Context: an optimization exercise on an open-source flow, tuned for small area, a short achievable clock period and few clock cycles. The choices shown serve that exercise and are no tape-out recipe.
Function was checked by simulation only, so behaviour that the tests miss may differ from the original.

### flow/design.v
package mod_exp_pkg;
  localparam int MOD_EXP_WIDTH = 256;
  localparam int MM_RADIX_BITS = 8;
  localparam int MM_DIGITS     = 34;
  localparam int R2_H          = 17;
  localparam int R2_SQ1        = 4;
  localparam int R2_TWO        = 0;
  localparam int R2_SQ2        = 0;
  localparam int RES_BLK       = 8;
endpackage
module mod_exp_mul_mod
#(
  parameter int W  = 266,
  parameter int BW = 265,
  parameter int NW = 264,
  parameter int K  = 8
) (
  input  logic [W-1:0]   s_i,
  input  logic [W-1:0]   c_i,
  input  logic           cin_i,
  input  logic [K-1:0]   a,
  input  logic [K-1:0]   q,
  input  logic [2*K-1:0] pab,
  input  logic [K-1:0]   pabn,
  input  logic [BW-1:0]  b,
  input  logic [NW-1:0]  nt,
  input  logic [K-1:0]   n1,
  output logic [W-1:0]   s_o,
  output logic [W-1:0]   c_o,
  output logic           cin_o,
  output logic [K-1:0]   q_o
);
  localparam int M = W + K;
  logic [M-1:0] s_w, c_w;
  assign s_w = M'(s_i);
  assign c_w = M'(c_i);
  logic [M-1:0] p0, q0;
  logic [M-1:0] p1, q1;
  logic [M-1:0] p2, q2;
  logic [M-1:0] p3, q3;
  logic [M-1:0] p4, q4;
  logic [M-1:0] p5, q5;
  logic [M-1:0] p6, q6;
  logic [M-1:0] p7, q7;
  assign p0 = a[0] ? (M'(b)) : '0;
  assign q0 = q[0] ? (M'(nt)) : '0;
  assign p1 = (a[1] ? (M'(b) << 1) : '0) | M'(cin_i);    
  assign q1 = q[1] ? (M'(nt) << 1) : '0;
  assign p2 = a[2] ? (M'(b) << 2) : '0;
  assign q2 = q[2] ? (M'(nt) << 2) : '0;
  assign p3 = a[3] ? (M'(b) << 3) : '0;
  assign q3 = q[3] ? (M'(nt) << 3) : '0;
  assign p4 = a[4] ? (M'(b) << 4) : '0;
  assign q4 = q[4] ? (M'(nt) << 4) : '0;
  assign p5 = a[5] ? (M'(b) << 5) : '0;
  assign q5 = q[5] ? (M'(nt) << 5) : '0;
  assign p6 = a[6] ? (M'(b) << 6) : '0;
  assign q6 = q[6] ? (M'(nt) << 6) : '0;
  assign p7 = a[7] ? (M'(b) << 7) : '0;
  assign q7 = q[7] ? (M'(nt) << 7) : '0;
  logic [M-1:0] fs0, fc0;    
  assign fs0 = s_w ^ c_w ^ p0;
  assign fc0 = M'(((s_w & c_w) | (s_w & p0) | (c_w & p0)) << 1);
  logic [M-1:0] fs1, fc1;    
  assign fs1 = p1 ^ p2 ^ p3;
  assign fc1 = M'(((p1 & p2) | (p1 & p3) | (p2 & p3)) << 1);
  logic [M-1:0] fs2, fc2;    
  assign fs2 = p4 ^ p5 ^ p6;
  assign fc2 = M'(((p4 & p5) | (p4 & p6) | (p5 & p6)) << 1);
  logic [M-1:0] fs3, fc3;    
  assign fs3 = p7 ^ q0 ^ q1;
  assign fc3 = M'(((p7 & q0) | (p7 & q1) | (q0 & q1)) << 1);
  logic [M-1:0] fs4, fc4;    
  assign fs4 = q2 ^ q3 ^ q4;
  assign fc4 = M'(((q2 & q3) | (q2 & q4) | (q3 & q4)) << 1);
  logic [M-1:0] fs5, fc5;    
  assign fs5 = q5 ^ q6 ^ q7;
  assign fc5 = M'(((q5 & q6) | (q5 & q7) | (q6 & q7)) << 1);
  logic [M-1:0] fs6, fc6;    
  assign fs6 = fs0 ^ fc0 ^ fs1;
  assign fc6 = M'(((fs0 & fc0) | (fs0 & fs1) | (fc0 & fs1)) << 1);
  logic [M-1:0] fs7, fc7;    
  assign fs7 = fc1 ^ fs2 ^ fc2;
  assign fc7 = M'(((fc1 & fs2) | (fc1 & fc2) | (fs2 & fc2)) << 1);
  logic [M-1:0] fs8, fc8;    
  assign fs8 = fs3 ^ fc3 ^ fs4;
  assign fc8 = M'(((fs3 & fc3) | (fs3 & fs4) | (fc3 & fs4)) << 1);
  logic [M-1:0] fs9, fc9;    
  assign fs9 = fc4 ^ fs5 ^ fc5;
  assign fc9 = M'(((fc4 & fs5) | (fc4 & fc5) | (fs5 & fc5)) << 1);
  logic [M-1:0] fs10, fc10;    
  assign fs10 = fs6 ^ fc6 ^ fs7;
  assign fc10 = M'(((fs6 & fc6) | (fs6 & fs7) | (fc6 & fs7)) << 1);
  logic [M-1:0] fs11, fc11;    
  assign fs11 = fc7 ^ fs8 ^ fc8;
  assign fc11 = M'(((fc7 & fs8) | (fc7 & fc8) | (fs8 & fc8)) << 1);
  logic [M-1:0] fs12, fc12;    
  assign fs12 = fs10 ^ fc10 ^ fs11;
  assign fc12 = M'(((fs10 & fc10) | (fs10 & fs11) | (fc10 & fs11)) << 1);
  logic [M-1:0] fs13, fc13;    
  assign fs13 = fc11 ^ fs9 ^ fc9;
  assign fc13 = M'(((fc11 & fs9) | (fc11 & fc9) | (fs9 & fc9)) << 1);
  logic [M-1:0] fs14, fc14;    
  assign fs14 = fs12 ^ fc12 ^ fs13;
  assign fc14 = M'(((fs12 & fc12) | (fs12 & fs13) | (fc12 & fs13)) << 1);
  logic [M-1:0] fs15, fc15;    
  assign fs15 = fs14 ^ fc14 ^ fc13;
  assign fc15 = M'(((fs14 & fc14) | (fs14 & fc13) | (fc14 & fc13)) << 1);
  assign cin_o = |{fs15[K-1:0], fc15[K-1:0]};
  assign s_o   = fs15[M-1:K];
  assign c_o   = fc15[M-1:K];
  logic [2*K-1:0] z_s;
  assign z_s = s_i[2*K-1:0] + c_i[2*K-1:0] + (2*K)'(cin_i) + pab;
  assign q_o = z_s[2*K-1:K] + pabn + (q[0] ? K'(n1 << 0) : K'(0)) + (q[1] ? K'(n1 << 1) : K'(0)) + (q[2] ? K'(n1 << 2) : K'(0)) + (q[3] ? K'(n1 << 3) : K'(0)) + (q[4] ? K'(n1 << 4) : K'(0)) + (q[5] ? K'(n1 << 5) : K'(0)) + (q[6] ? K'(n1 << 6) : K'(0)) + (q[7] ? K'(n1 << 7) : K'(0));
endmodule
module mod_exp_pmul
#(
  parameter int K = 8
) (
  input  logic [K-1:0]   a,
  input  logic [2*K-1:0] b,
  output logic [2*K-1:0] p
);
  assign p = (a[0] ? (2*K)'(b << 0) : (2*K)'(0)) + (a[1] ? (2*K)'(b << 1) : (2*K)'(0)) + (a[2] ? (2*K)'(b << 2) : (2*K)'(0)) + (a[3] ? (2*K)'(b << 3) : (2*K)'(0)) + (a[4] ? (2*K)'(b << 4) : (2*K)'(0)) + (a[5] ? (2*K)'(b << 5) : (2*K)'(0)) + (a[6] ? (2*K)'(b << 6) : (2*K)'(0)) + (a[7] ? (2*K)'(b << 7) : (2*K)'(0));
endmodule
module mod_exp_np
#(
  parameter int K = 8
) (
  input  logic [K-1:0] n,
  output logic [K-1:0] np
);
  always_comb begin
    case (n)
      8'd1: np = 8'd255;
      8'd3: np = 8'd85;
      8'd5: np = 8'd51;
      8'd7: np = 8'd73;
      8'd9: np = 8'd199;
      8'd11: np = 8'd93;
      8'd13: np = 8'd59;
      8'd15: np = 8'd17;
      8'd17: np = 8'd15;
      8'd19: np = 8'd229;
      8'd21: np = 8'd195;
      8'd23: np = 8'd89;
      8'd25: np = 8'd215;
      8'd27: np = 8'd237;
      8'd29: np = 8'd203;
      8'd31: np = 8'd33;
      8'd33: np = 8'd31;
      8'd35: np = 8'd117;
      8'd37: np = 8'd83;
      8'd39: np = 8'd105;
      8'd41: np = 8'd231;
      8'd43: np = 8'd125;
      8'd45: np = 8'd91;
      8'd47: np = 8'd49;
      8'd49: np = 8'd47;
      8'd51: np = 8'd5;
      8'd53: np = 8'd227;
      8'd55: np = 8'd121;
      8'd57: np = 8'd247;
      8'd59: np = 8'd13;
      8'd61: np = 8'd235;
      8'd63: np = 8'd65;
      8'd65: np = 8'd63;
      8'd67: np = 8'd149;
      8'd69: np = 8'd115;
      8'd71: np = 8'd137;
      8'd73: np = 8'd7;
      8'd75: np = 8'd157;
      8'd77: np = 8'd123;
      8'd79: np = 8'd81;
      8'd81: np = 8'd79;
      8'd83: np = 8'd37;
      8'd85: np = 8'd3;
      8'd87: np = 8'd153;
      8'd89: np = 8'd23;
      8'd91: np = 8'd45;
      8'd93: np = 8'd11;
      8'd95: np = 8'd97;
      8'd97: np = 8'd95;
      8'd99: np = 8'd181;
      8'd101: np = 8'd147;
      8'd103: np = 8'd169;
      8'd105: np = 8'd39;
      8'd107: np = 8'd189;
      8'd109: np = 8'd155;
      8'd111: np = 8'd113;
      8'd113: np = 8'd111;
      8'd115: np = 8'd69;
      8'd117: np = 8'd35;
      8'd119: np = 8'd185;
      8'd121: np = 8'd55;
      8'd123: np = 8'd77;
      8'd125: np = 8'd43;
      8'd127: np = 8'd129;
      8'd129: np = 8'd127;
      8'd131: np = 8'd213;
      8'd133: np = 8'd179;
      8'd135: np = 8'd201;
      8'd137: np = 8'd71;
      8'd139: np = 8'd221;
      8'd141: np = 8'd187;
      8'd143: np = 8'd145;
      8'd145: np = 8'd143;
      8'd147: np = 8'd101;
      8'd149: np = 8'd67;
      8'd151: np = 8'd217;
      8'd153: np = 8'd87;
      8'd155: np = 8'd109;
      8'd157: np = 8'd75;
      8'd159: np = 8'd161;
      8'd161: np = 8'd159;
      8'd163: np = 8'd245;
      8'd165: np = 8'd211;
      8'd167: np = 8'd233;
      8'd169: np = 8'd103;
      8'd171: np = 8'd253;
      8'd173: np = 8'd219;
      8'd175: np = 8'd177;
      8'd177: np = 8'd175;
      8'd179: np = 8'd133;
      8'd181: np = 8'd99;
      8'd183: np = 8'd249;
      8'd185: np = 8'd119;
      8'd187: np = 8'd141;
      8'd189: np = 8'd107;
      8'd191: np = 8'd193;
      8'd193: np = 8'd191;
      8'd195: np = 8'd21;
      8'd197: np = 8'd243;
      8'd199: np = 8'd9;
      8'd201: np = 8'd135;
      8'd203: np = 8'd29;
      8'd205: np = 8'd251;
      8'd207: np = 8'd209;
      8'd209: np = 8'd207;
      8'd211: np = 8'd165;
      8'd213: np = 8'd131;
      8'd215: np = 8'd25;
      8'd217: np = 8'd151;
      8'd219: np = 8'd173;
      8'd221: np = 8'd139;
      8'd223: np = 8'd225;
      8'd225: np = 8'd223;
      8'd227: np = 8'd53;
      8'd229: np = 8'd19;
      8'd231: np = 8'd41;
      8'd233: np = 8'd167;
      8'd235: np = 8'd61;
      8'd237: np = 8'd27;
      8'd239: np = 8'd241;
      8'd241: np = 8'd239;
      8'd243: np = 8'd197;
      8'd245: np = 8'd163;
      8'd247: np = 8'd57;
      8'd249: np = 8'd183;
      8'd251: np = 8'd205;
      8'd253: np = 8'd171;
      8'd255: np = 8'd1;
      default: np = '0;
    endcase
  end
endmodule
import mod_exp_pkg::*;
module mod_exp
#(
  parameter int EXP_BITS = 256,
  parameter int WIDTH    = mod_exp_pkg::MOD_EXP_WIDTH
) (
  input  logic                clk,
  input  logic                reset,
  input  logic                start,
  input  logic [WIDTH-1:0]    base,
  input  logic [EXP_BITS-1:0] exp,
  input  logic [WIDTH-1:0]    n,
  output logic [WIDTH-1:0]    result,
  output logic                done,
  output logic                busy
);
  localparam int K     = mod_exp_pkg::MM_RADIX_BITS;
  localparam int L     = mod_exp_pkg::MM_DIGITS;        
  localparam int KL    = K * L;
  localparam int W     = WIDTH + K + 2;                 
  localparam int XW    = WIDTH + K + 1;                 
  localparam int NTW   = WIDTH + K;                     
  localparam int EH    = KL + mod_exp_pkg::R2_H;        
  localparam int BLK   = mod_exp_pkg::RES_BLK;
  localparam int NBLK  = (W + BLK - 1) / BLK;
  localparam int IW    = $clog2(L + 1);
  localparam int DW    = $clog2(EH + 1);
  localparam int EW    = $clog2(EXP_BITS);
  localparam logic [3:0] ST_IDLE = 4'd0;
  localparam logic [3:0] ST_INIT = 4'd1;
  localparam logic [3:0] ST_NT   = 4'd2;    
  localparam logic [3:0] ST_LOAD = 4'd3;    
  localparam logic [3:0] ST_RES  = 4'd4;    
  localparam logic [3:0] ST_PRE  = 4'd5;    
  localparam logic [3:0] ST_MM   = 4'd6;    
  localparam logic [3:0] ST_R2N  = 4'd7;    
  localparam logic [3:0] ST_TOP  = 4'd8;    
  localparam logic [3:0] ST_DEC  = 4'd9;    
  localparam logic [3:0] OP_NT   = 4'd0;    
  localparam logic [3:0] OP_DBL  = 4'd1;    
  localparam logic [3:0] OP_RED  = 4'd2;    
  localparam logic [3:0] OP_R2   = 4'd3;    
  localparam logic [3:0] OP_BC1  = 4'd4;    
  localparam logic [3:0] OP_BC   = 4'd5;    
  localparam logic [3:0] OP_B2   = 4'd6;    
  localparam logic [3:0] OP_B3   = 4'd7;    
  localparam logic [3:0] OP_SQR  = 4'd8;    
  localparam logic [3:0] OP_MUL  = 4'd9;    
  localparam logic [3:0] OP_MUL3 = 4'd10;   
  localparam logic [3:0] OP_ONE  = 4'd11;   
  localparam logic [1:0] PL_NONE = 2'd0;    
  localparam logic [1:0] PL_MUL  = 2'd1;    
  localparam logic [1:0] PL_SQR3 = 2'd2;    
  localparam logic [1:0] PL_MUL3 = 2'd3;    
  logic [3:0]          state_r, op_r;
  logic [1:0]          pl_r;
  logic                done_r, busy_r;
  logic [WIDTH-1:0]    result_r, n_r;
  logic [NTW-1:0]      nt_r;
  logic [K-1:0]        n1_r;
  logic [XW-1:0]       base_r, b3_r, x_r;
  logic [EXP_BITS-1:0] exp_r;
  logic [K-1:0]        a_r, anx_r, q_r;
  logic [K-1:0]        annx_r;              
  logic [2*K-1:0]      pab_r, pab1_r;       
  logic [1:0]          asrc_r;              
  logic [W-1:0]        s_r, c_r;
  logic                cin_r;
  logic [IW-1:0]       i_r;
  logic [DW-1:0]       dcnt_r;
  logic [EW-1:0]       ecnt_r;
  logic                norm_r, ezero_r;
  logic                ph_r;                
  logic [2:0]          sq_r;                
  logic [W-1:0]   mm_s_s, mm_c_s;
  logic           mm_cin_s;
  logic [K-1:0]   mm_q_s;
  logic [2*K-1:0] pab0_s, pab1_s, pabn_s;
  localparam logic [1:0] A_X    = 2'd0;
  localparam logic [1:0] A_BASE = 2'd1;
  localparam logic [1:0] A_B3   = 2'd2;
  localparam logic [1:0] A_ONE  = 2'd3;
  mod_exp_mul_mod #(
    .W  (W),
    .BW (XW),
    .NW (NTW),
    .K  (K)
  ) mul_mod (
    .s_i   (s_r),
    .c_i   (c_r),
    .cin_i (cin_r),
    .a     (a_r),
    .q     (q_r),
    .pab   (pab_r),
    .pabn  (pab1_r[K-1:0]),
    .b     (x_r),
    .nt    (nt_r),
    .n1    (n1_r),
    .s_o   (mm_s_s),
    .c_o   (mm_c_s),
    .cin_o (mm_cin_s),
    .q_o   (mm_q_s)
  );
  logic [K*(L+3)-1:0] xpad_s, bpad_s, b3pad_s;
  logic [K-1:0]       digit_s, dig0_s, dig1_s, dig2_s;
  assign xpad_s  = (K*(L+3))'(x_r);
  assign bpad_s  = (K*(L+3))'(base_r);
  assign b3pad_s = (K*(L+3))'(b3_r);
  always_comb begin
    logic [K-1:0] dx, db, d3;
    dx = xpad_s[K*(32'(i_r)+3) +: K];
    db = bpad_s[K*(32'(i_r)+3) +: K];
    d3 = b3pad_s[K*(32'(i_r)+3) +: K];
    case (asrc_r)
      A_X:     digit_s = dx;
      A_BASE:  digit_s = db;
      A_B3:    digit_s = d3;
      default: digit_s = '0;
    endcase
    case (asrc_r)
      A_X:     {dig2_s, dig1_s, dig0_s} = x_r[3*K-1:0];
      A_BASE:  {dig2_s, dig1_s, dig0_s} = base_r[3*K-1:0];
      A_B3:    {dig2_s, dig1_s, dig0_s} = b3_r[3*K-1:0];
      default: {dig2_s, dig1_s, dig0_s} = (3*K)'(1);
    endcase
  end
  mod_exp_pmul #(.K(K)) pm0 (.a(dig0_s), .b(x_r[2*K-1:0]), .p(pab0_s));
  mod_exp_pmul #(.K(K)) pm1 (.a(dig1_s), .b(x_r[2*K-1:0]), .p(pab1_s));
  mod_exp_pmul #(.K(K)) pmn (.a(annx_r), .b(x_r[2*K-1:0]), .p(pabn_s));
  logic [W-1:0]    rs_s, rc_s;
  logic [NBLK-1:0] rco_s;
  logic            rdone_s;    
  logic            rpred_s;    
  logic            rfin_r;     
  logic [NBLK-1:0] rones_s;
  for (genvar j = 0; j < NBLK; j++) begin : g_res
    localparam int LO = j * BLK;
    localparam int HI = (LO + BLK > W) ? W : LO + BLK;
    localparam int BN = HI - LO;
    logic [BN:0] t;
    logic        ci;
    if (j == 0) begin : g_c0
      assign ci = cin_r;
      assign rc_s[HI-1:LO] = '0;
    end else begin : g_cj
      assign ci = 1'b0;
      assign rc_s[HI-1:LO] = BN'(rco_s[j-1]);
    end
    assign t             = (BN+1)'(s_r[HI-1:LO]) + (BN+1)'(c_r[HI-1:LO]) + (BN+1)'(ci);
    assign rs_s[HI-1:LO] = t[BN-1:0];
    assign rco_s[j]      = t[BN];
  end
  assign rdone_s = ~|rco_s[NBLK-2:0];
  for (genvar j = 0; j < NBLK; j++) begin : g_ones
    localparam int LO = j * BLK;
    localparam int HI = (LO + BLK > W) ? W : LO + BLK;
    assign rones_s[j] = (&rs_s[HI-1:LO]) & rc_s[LO];
  end
  assign rpred_s = ~|rones_s[NBLK-2:0];
  always_ff @(posedge clk) begin
    rfin_r <= (state_r == ST_RES) && !rfin_r && rpred_s;
  end
  logic          sign_s;
  logic [K-1:0]  np_s;
  assign sign_s = rs_s[W-1];
  mod_exp_np #(.K(K)) np_tab (.n(n_r[K-1:0]), .np(np_s));
  logic [3:0] dop_s;
  logic [1:0] dpl_s;
  logic       dsh1_s, dsh2_s;
  always_comb begin
    dop_s  = OP_SQR;
    dpl_s  = PL_NONE;
    dsh1_s = 1'b0;
    dsh2_s = 1'b0;
    if (ecnt_r == '0) begin
      dop_s = OP_ONE;
    end else if (!exp_r[EXP_BITS-2]) begin
      dsh1_s = 1'b1;
    end else if (ecnt_r != EW'(1) && exp_r[EXP_BITS-3]) begin
      dsh2_s = 1'b1;
      dpl_s  = PL_SQR3;
    end else begin
      dsh1_s = 1'b1;
      dpl_s  = PL_MUL;
    end
  end
  always_ff @(posedge clk) begin
    case (state_r)
      ST_INIT, ST_PRE: begin
        s_r   <= '0;
        c_r   <= '0;
        cin_r <= 1'b0;
      end
      ST_NT, ST_MM: begin
        s_r   <= mm_s_s;
        c_r   <= mm_c_s;
        cin_r <= mm_cin_s;
      end
      ST_LOAD: begin
        s_r   <= (op_r == OP_DBL) ? W'({x_r, 1'b0}) : W'(x_r);
        c_r   <= {{(W-NTW){1'b1}}, ~nt_r};
        cin_r <= 1'b1;
      end
      default: begin
        s_r   <= rs_s;
        c_r   <= rc_s;
        cin_r <= 1'b0;
      end
    endcase
  end
  always_ff @(posedge clk) begin
    begin
      done_r <= 1'b0;
      if (norm_r) begin
        if (exp_r[EXP_BITS-1]) begin
          norm_r <= 1'b0;
        end else if (ecnt_r == '0) begin
          norm_r  <= 1'b0;
          ezero_r <= 1'b1;
        end else begin
          exp_r  <= exp_r << 1;
          ecnt_r <= ecnt_r - EW'(1);
        end
      end
      case (state_r)
        ST_IDLE: begin
          base_r <= XW'(base);
          exp_r  <= exp;
          n_r    <= n;
          busy_r <= start;
          if (start) begin
            state_r <= ST_INIT;
          end
        end
        ST_INIT: begin
          ecnt_r  <= EW'(EXP_BITS - 1);
          norm_r  <= 1'b1;
          ezero_r <= 1'b0;
          x_r     <= XW'({n_r, K'(0)});
          asrc_r  <= A_X;
          a_r     <= np_s;
          q_r     <= '0;
          op_r    <= OP_NT;
          state_r <= ST_NT;
        end
        ST_NT: begin
          state_r <= ST_RES;
        end
        ST_LOAD: begin
          state_r <= ST_RES;
        end
        ST_PRE: begin
          a_r     <= dig0_s;
          anx_r   <= dig1_s;
          annx_r  <= dig2_s;
          pab_r   <= pab0_s;
          pab1_r  <= pab1_s;
          q_r     <= pab0_s[K-1:0];
          i_r     <= '0;
          state_r <= ST_MM;
        end
        ST_MM: begin
          a_r   <= anx_r;
          anx_r  <= annx_r;
          annx_r <= digit_s;
          q_r   <= mm_q_s;
          pab_r  <= pab1_r;
          pab1_r <= pabn_s;
          i_r   <= i_r + IW'(1);
          if (i_r == IW'(L - 1)) begin
            state_r <= ST_RES;
          end
        end
        ST_R2N: begin
          state_r <= ST_PRE;
          asrc_r  <= A_BASE;
          if (sq_r != 3'd0) begin
            sq_r   <= sq_r - 3'd1;
            op_r   <= OP_R2;
            asrc_r <= A_X;
          end else if (!ph_r && mod_exp_pkg::R2_TWO != 0) begin
            op_r <= OP_BC1;
            ph_r <= 1'b1;
            sq_r <= 3'(mod_exp_pkg::R2_SQ2);
          end else begin
            op_r <= OP_BC;
          end
        end
        ST_TOP: begin
          if (ecnt_r != '0 && exp_r[EXP_BITS-2]) begin
            exp_r  <= exp_r << 1;
            ecnt_r <= ecnt_r - EW'(1);
          end else begin
            x_r <= base_r;
          end
          state_r <= ST_DEC;
        end
        ST_DEC: begin
          op_r    <= dop_s;
          pl_r    <= dpl_s;
          asrc_r  <= (dop_s == OP_SQR) ? A_X : A_ONE;
          if (dsh1_s) begin
            exp_r  <= exp_r << 1;
            ecnt_r <= ecnt_r - EW'(1);
          end else if (dsh2_s) begin
            exp_r  <= exp_r << 2;
            ecnt_r <= ecnt_r - EW'(2);
          end
          state_r <= ST_PRE;
        end
        ST_RES: begin
          if (rfin_r) begin
            case (op_r)
              OP_NT: begin
                nt_r    <= rs_s[NTW-1:0];
                n1_r    <= rs_s[2*K-1:K] + K'(1);
                op_r    <= OP_DBL;
                state_r <= ST_LOAD;
                if (n_r[WIDTH-1]) begin
                  x_r    <= {{(XW-WIDTH){1'b0}}, ~n_r | WIDTH'(1)};   
                  dcnt_r <= DW'(EH - WIDTH);
                end else begin
                  x_r    <= XW'(1);
                  dcnt_r <= DW'(EH);
                end
              end
              OP_DBL: begin
                x_r    <= sign_s ? {x_r[XW-2:0], 1'b0} : rs_s[XW-1:0];
                dcnt_r <= dcnt_r - DW'(1);
                if (dcnt_r == DW'(1)) begin
                  ph_r    <= 1'b0;
                  sq_r    <= 3'(mod_exp_pkg::R2_SQ1);
                  state_r <= ST_R2N;
                end else begin
                  state_r <= ST_LOAD;
                end
              end
              OP_RED: begin
                x_r    <= sign_s ? x_r : rs_s[XW-1:0];
                nt_r   <= nt_r >> 1;
                sq_r   <= sq_r - 3'd1;
                state_r <= ST_LOAD;
                if (sq_r == 3'd0) begin
                  result_r <= sign_s ? x_r[WIDTH-1:0] : rs_s[WIDTH-1:0];
                  done_r   <= 1'b1;
                  state_r  <= ST_IDLE;
                end
              end
              OP_R2: begin
                x_r     <= rs_s[XW-1:0];
                state_r <= ST_R2N;
              end
              OP_BC1: begin
                base_r  <= rs_s[XW-1:0];
                state_r <= ST_R2N;
              end
              OP_BC: begin
                x_r     <= rs_s[XW-1:0];
                base_r  <= rs_s[XW-1:0];
                op_r    <= OP_B2;
                asrc_r  <= A_X;
                state_r <= ST_PRE;
                if (ezero_r) begin
                  result_r <= WIDTH'(1);
                  done_r   <= 1'b1;
                  state_r  <= ST_IDLE;
                end
              end
              OP_B2: begin
                x_r     <= rs_s[XW-1:0];
                op_r    <= OP_B3;
                asrc_r  <= A_BASE;
                state_r <= ST_PRE;
              end
              OP_B3: begin
                x_r     <= rs_s[XW-1:0];
                b3_r    <= rs_s[XW-1:0];
                state_r <= ST_TOP;
              end
              OP_ONE: begin
                x_r     <= rs_s[XW-1:0];
                nt_r    <= NTW'({n_r, (K-1)'(0)});
                sq_r    <= 3'(K - 1);
                op_r    <= OP_RED;
                state_r <= ST_LOAD;
              end
              default: begin
                x_r     <= rs_s[XW-1:0];
                state_r <= ST_PRE;
                if (op_r == OP_SQR && pl_r == PL_MUL) begin
                  op_r   <= OP_MUL;
                  asrc_r <= A_BASE;
                end else if (op_r == OP_SQR && pl_r == PL_SQR3) begin
                  pl_r   <= PL_MUL3;
                  asrc_r <= A_X;
                end else if (op_r == OP_SQR && pl_r == PL_MUL3) begin
                  op_r   <= OP_MUL3;
                  asrc_r <= A_B3;
                end else begin
                  op_r   <= dop_s;
                  pl_r   <= dpl_s;
                  asrc_r <= (dop_s == OP_SQR) ? A_X : A_ONE;
                  if (dsh1_s) begin
                    exp_r  <= exp_r << 1;
                    ecnt_r <= ecnt_r - EW'(1);
                  end else if (dsh2_s) begin
                    exp_r  <= exp_r << 2;
                    ecnt_r <= ecnt_r - EW'(2);
                  end
                end
              end
            endcase
          end
        end
        default: state_r <= ST_IDLE;
      endcase
    end
    if (reset) begin
      state_r  <= ST_IDLE;
      done_r   <= 1'b0;
      busy_r   <= 1'b0;
      result_r <= '0;
      norm_r   <= 1'b0;
    end
  end
  assign result = result_r;
  assign done   = done_r;
  assign busy   = busy_r;
endmodule
### flow/run.sh
#!/bin/bash
# synth_recipe.tcl (not shown) runs the flow's synth.tcl, then flattens the netlist and writes it again
# the make line also repeats each setting of config.mk as NAME=value (left out here)
make -C /OpenROAD-flow-scripts/flow DESIGN_CONFIG=/design/flow/config.mk WORK_HOME=/design/flow/orfs CLKGATE_MAP_FILE= SYNTH_SCRIPT=/design/flow/synth_recipe.tcl finish
### flow/config.mk
export PLATFORM = sky130hd
export DESIGN_NAME = mod_exp
export DESIGN_NICKNAME = mod_exp
export VERILOG_FILES = /design/flow/design.v
export SDC_FILE = /design/flow/constraint.sdc
export NUM_CORES = 4
export LEC_CHECK = 0
export ABC_CLOCK_PERIOD_IN_PS = 4000
export CAP_MARGIN = 20
export CORE_MARGIN = 2
export CORE_UTILIZATION = 35
export PLACE_DENSITY = 0.5
export SETUP_SLACK_MARGIN = 5
export SLEW_MARGIN = 20
export TNS_END_PERCENT = 100
### flow/constraint.sdc
create_clock -name core_clock -period 11.0 [get_ports {clk}]
set_input_delay 2.2000 -clock core_clock [delete_from_list [all_inputs] [get_ports {clk}]]
set_output_delay 2.2000 -clock core_clock [all_outputs]
set_load 0.01 [all_outputs]
==> run notes <==
## registers in the layout, summed over array words and instances, names as in the netlist, 4 cells and up
register,count
b3_r,265
a_r,8
pab_r,16
s_r,266
base_r,265
exp_r,256
annx_r,8
anx_r,8
result_r,256
n1_r,8
op_r,4
pab1_r,16
ecnt_r,8
c_r,266
x_r,265
dcnt_r,9
nt_r,264
state_r,4
n_r,256
np_s,8
q_r,8
i_r,6
## stage by stage
step / util / std cells / cell area [sq um] / hold slack, ns
floorplan: - / 29200 / 271000 / 0.457
detailed placement: 0.378 / 38900 / 291000 / 0.450
global placement: 0.378 / 38900 / 291000 / 0.444
CTS: 0.393 / 39600 / 302000 / 0.460
global route: 0.394 / 39700 / 303000 / 0.482
finish: 0.394 / 39800 / 303000 / 0.453
## worst paths after layout
| path | start | to | slack (ns) | cells past startpoint |
|---|---|---|---|---|
| min | result_r[111]$_SDFFE_PP0P_ | result_r[111]$_SDFFE_PP0P_ | 0.45 | 2 |
| max reg2reg | pab_r[6]$_DFFE_PP_ | q_r[7]$_DFFE_PP_ | 4.34 | 26 |
| max | pab_r[6]$_DFFE_PP_ | q_r[7]$_DFFE_PP_ | 4.34 | 26 |
| min reg2reg | result_r[111]$_SDFFE_PP0P_ | result_r[111]$_SDFFE_PP0P_ | 0.45 | 2 |
## per-layer routing
| layer | track usage | vias to the layer above |
|---|---|---|
| met2 | 0.485 | 11400 |
| met5 | 0 | - |
| met1 | 0.399 | 116000 |
| met4 | 0.167 | 194 |
| met3 | 0.0878 | 2369 |
| li1 | - | 92900 |
## layout make-up
cell class              count  area [sq um]  area share
multi-input cells       19100        179000       0.590
flip-flops and latches   2483         63900       0.211
inverters                5591         21000      0.0692
repair buffers           1533         14900      0.0492
well taps               10200         12800      0.0421
clock buffers             469          9510      0.0314
clock inverters           161          1840     0.00607
diodes                    217           543     0.00179
## synthesized netlist by cell type (29+ instances only)
| library cell | number |
|---|---|
| a211oi_1 | 155 |
| a21o_1 | 96 |
| a21oi_1 | 1039 |
| a221o_1 | 88 |
| a221oi_1 | 484 |
| a22oi_1 | 698 |
| a311oi_1 | 63 |
| a32oi_1 | 203 |
| and2_1 | 3643 |
| buf_1 | 117 |
| buf_2 | 57 |
| clkbuf_1 | 1832 |
| dfxtp_1 | 1070 |
| edfxtp_1 | 1413 |
| fa_1 | 4482 |
| ha_1 | 411 |
| inv_1 | 5589 |
| mux2i_1 | 266 |
| mux4_2 | 40 |
| nand2_1 | 2922 |
| nand2b_1 | 29 |
| nand3_1 | 66 |
| nand4_1 | 42 |
| nor2_1 | 927 |
| nor2b_1 | 60 |
| nor3_1 | 267 |
| o211ai_1 | 46 |
| o21a_1 | 40 |
| o21ai_0 | 1636 |
| o21ai_1 | 37 |
| o21bai_1 | 247 |
| o221ai_1 | 229 |
| o22a_1 | 37 |
| o22ai_1 | 264 |
| o311ai_0 | 39 |
| xnor2_1 | 180 |
| xor2_1 | 123 |
## repair_timing
item,4_1_cts,5_1_grt
resized for setup,27,21
hold endpoints to repair,0,0
setup buffers,11,17
hold buffers,0,0
pin swaps,23,20
setup endpoints to repair,114,95
## worst reg2reg max path: stages, from the launching register on
cell and delay (ns):
edfxtp_1 0.41, fa_1 0.48, ha_1 0.35, nand4_1 0.17, a21o_1 0.25, a31o_4 0.27
a31oi_4 0.20, a21o_1 0.16, a21o_1 0.17, xnor2_2 0.08, fa_1 0.48, inv_1 0.05
fa_1 0.49, inv_1 0.06, fa_1 0.47, fa_1 0.51, inv_2 0.05, ha_4 0.25
inv_2 0.03, fa_2 0.37, xnor2_4 0.20, xnor2_2 0.15, xnor2_1 0.16, xnor2_1 0.15
xnor2_1 0.16, xnor2_1 0.14, o22ai_1 0.09
## logic make-up (layout without fill, tap and decap cells)
family,count (synthesis),count (layout)
AO/OA/AOI/OAI,5545,5545
other,0,217
AND/OR/NAND/NOR,8077,8077
XOR/XNOR,304,304
buffers and inverters,7597,7754
flip-flops,2483,2483
adder cells (fa/ha/maj),4893,4893
multiplexers,315,315
==> flow_summary.toml <==
[drt]
detail_route.first_pass.iterations = 7
route.detailed.vias_per_inst = 5.61
met3_length_um = 130000
met2_wirelength_um = 550000
drt-total-wl_um = 1240000
drt_iter0_drc = 24500
met1_length_um = 481000
drc = 0
vias_post_dr = 223000
dr.max_layer_used = "met5"
ant_nets = 0
wl_per_cell_um = 31.2

[synth]
synth_area_in_adders = 0.351
synth_compound_area_frac = 0.134
synthXorXnorAreaFrac = 0.00987
count_of_flip_flops_with_a_built_in_enable_after_synthesis = 1413
synthMuxAreaShare = 0.0136
synth.top_cells.by_area = "fa_1 (33%), edfxtp_1 (16%), and2_1 (8.4%)"
synth_top_family_by_area = "adder cells"
postSynthNetCount = 34900
per_instance_average_area_after_synthesis_sq_um = 9.26
synthesis.area_sq_um = 270000
seq_total_area_yosys = 0.236
dominantRegCellSynth = "edfxtp_1"
netlist-cell-type-count = 78
syn_inst = 29200
post_synth_and_or_nand_nor_area_fraction = 0.150
synth-async-reset-ratio = 0
synth_top_area_share = 0.332
ys.warnings.count = 2
synth_top_cell_by_area = "fa_1"
yosys_register_bits = 2483

[floorplanning]
die_h_um = 883
die-width_um = 883
die_area_sq_um = 780000
core_region_area_sq_um = 770000
num_io_pins = 1029
start_util = 0.351
num_rows = 322

[critical_path]
critical_path_capture_point_type = "flip-flop"
maximum_fanout_along_the_worst_path = 3
cp_data_required_time_ns = 11.78
total_buffers_and_inverters_traversed_by_the_critical_path = 4
timing.critical_path.slowest_stage_cell = "fa_1"
cpPeakStageDelay_ns = 0.51
timing.critical_path.arrival_ns = 7.43
critPathLaunchType = "flip-flop"
cp_common_cell = "fa_1"
worst-setup-path-type = "flip-flop to flip-flop"
cpLargestDelayFamily = "adder cells"

[timing]
setup_viol_count_final = 0
fin_setup_tns_ns = 0
unrepaired_setup_endpoints_after_global_routing = "yes"
timing_hold_violations_final = 0
period_share = 0.605
maxSlewViolCount = 0
max_clock_freq_ghz = 0.150
finalClockSkew_ns = 0.0787
relSlewSlack = 0.125
worst_pin_slew_ns = 1.30
finalWorstPathRequiredPeriod_ns = 6.66
setup_slack_ns = 4.34

[cts]
clock-root-buffer = "clkbuf_16"
cts_tree = "done"
cts_inserted_buffers = 338
clkSinkCount = 2483
cts_max_level = 5
cts_buffer_depth = 4
clk_slew_on_worst_s_h_paths_ns = 0.06
clk-insertion-delay-late_ns = 1.08

[cells_and_area]
finish.net_count = 34700
layout.filler_cells = 77400
area_overhead_vs_synth_pct = 12.1
most_used_cells_in_the_layout_excluding_fill_and_tap_cells = "inv_1 (5,582), fa_1 (4,481), and2_1 (3,641)"
layout_commonest_cell = "inv_1"
final_layout_size_suffix_gt1_frac = 0.0416

[flow_run]
max_cap_viol_count = 0

[place]
place.port_buffers = 1028
place_ws_ns = 3.88
gp_routability_congestion = 0.931
hpwlAfterDp_um = 893000

[global_routing]
grt_usage = 0.314
antenna_found_initial = 247
largest_net_degree_at_the_start_of_global_routing = 206
overflow = 0
via_count_of_the_first_global_routing_pass = 232000
grt_first_pass_wirelength_um = 1760000

[outcome]
run_status = "timing/DRC/antenna clean"

[worst_hold_path]
hp-class = "flip-flop to flip-flop"
Testbench counts, summed over its fixed seeds: cycles 251,402.

## what the ideal ports hide
In the flow no input, the clock included, has a driving cell. The finished layout below was timed again as built, in two steps. Step 1 (the two cells are an assumption about what drives the block):
set clk [get_ports {clk}]
set_driving_cell -lib_cell sky130_fd_sc_hd__clkbuf_16 $clk
set_driving_cell -lib_cell sky130_fd_sc_hd__buf_2 [delete_from_list [all_inputs] $clk]
Step 2 adds t to the input delays and takes it off the output delays; t is the mean of the earliest and latest rising clock arrival at the registers after step 1. Input paths then give back, and output paths get back, about the clock's delay inside the block. a / b / c = ideal / step 1 / step 2; a / b = the first two.
t (ns): 1.196
slack for setup (ns): 4.344 / 4.344 / 4.344
worst setup path at the end: register to register
cell pins on the clock port's net: 1
After both steps this run still meets setup and hold. For this run, drivers alone change the setup slack by 0.000 ns; drivers and shift together by 0.000 ns.
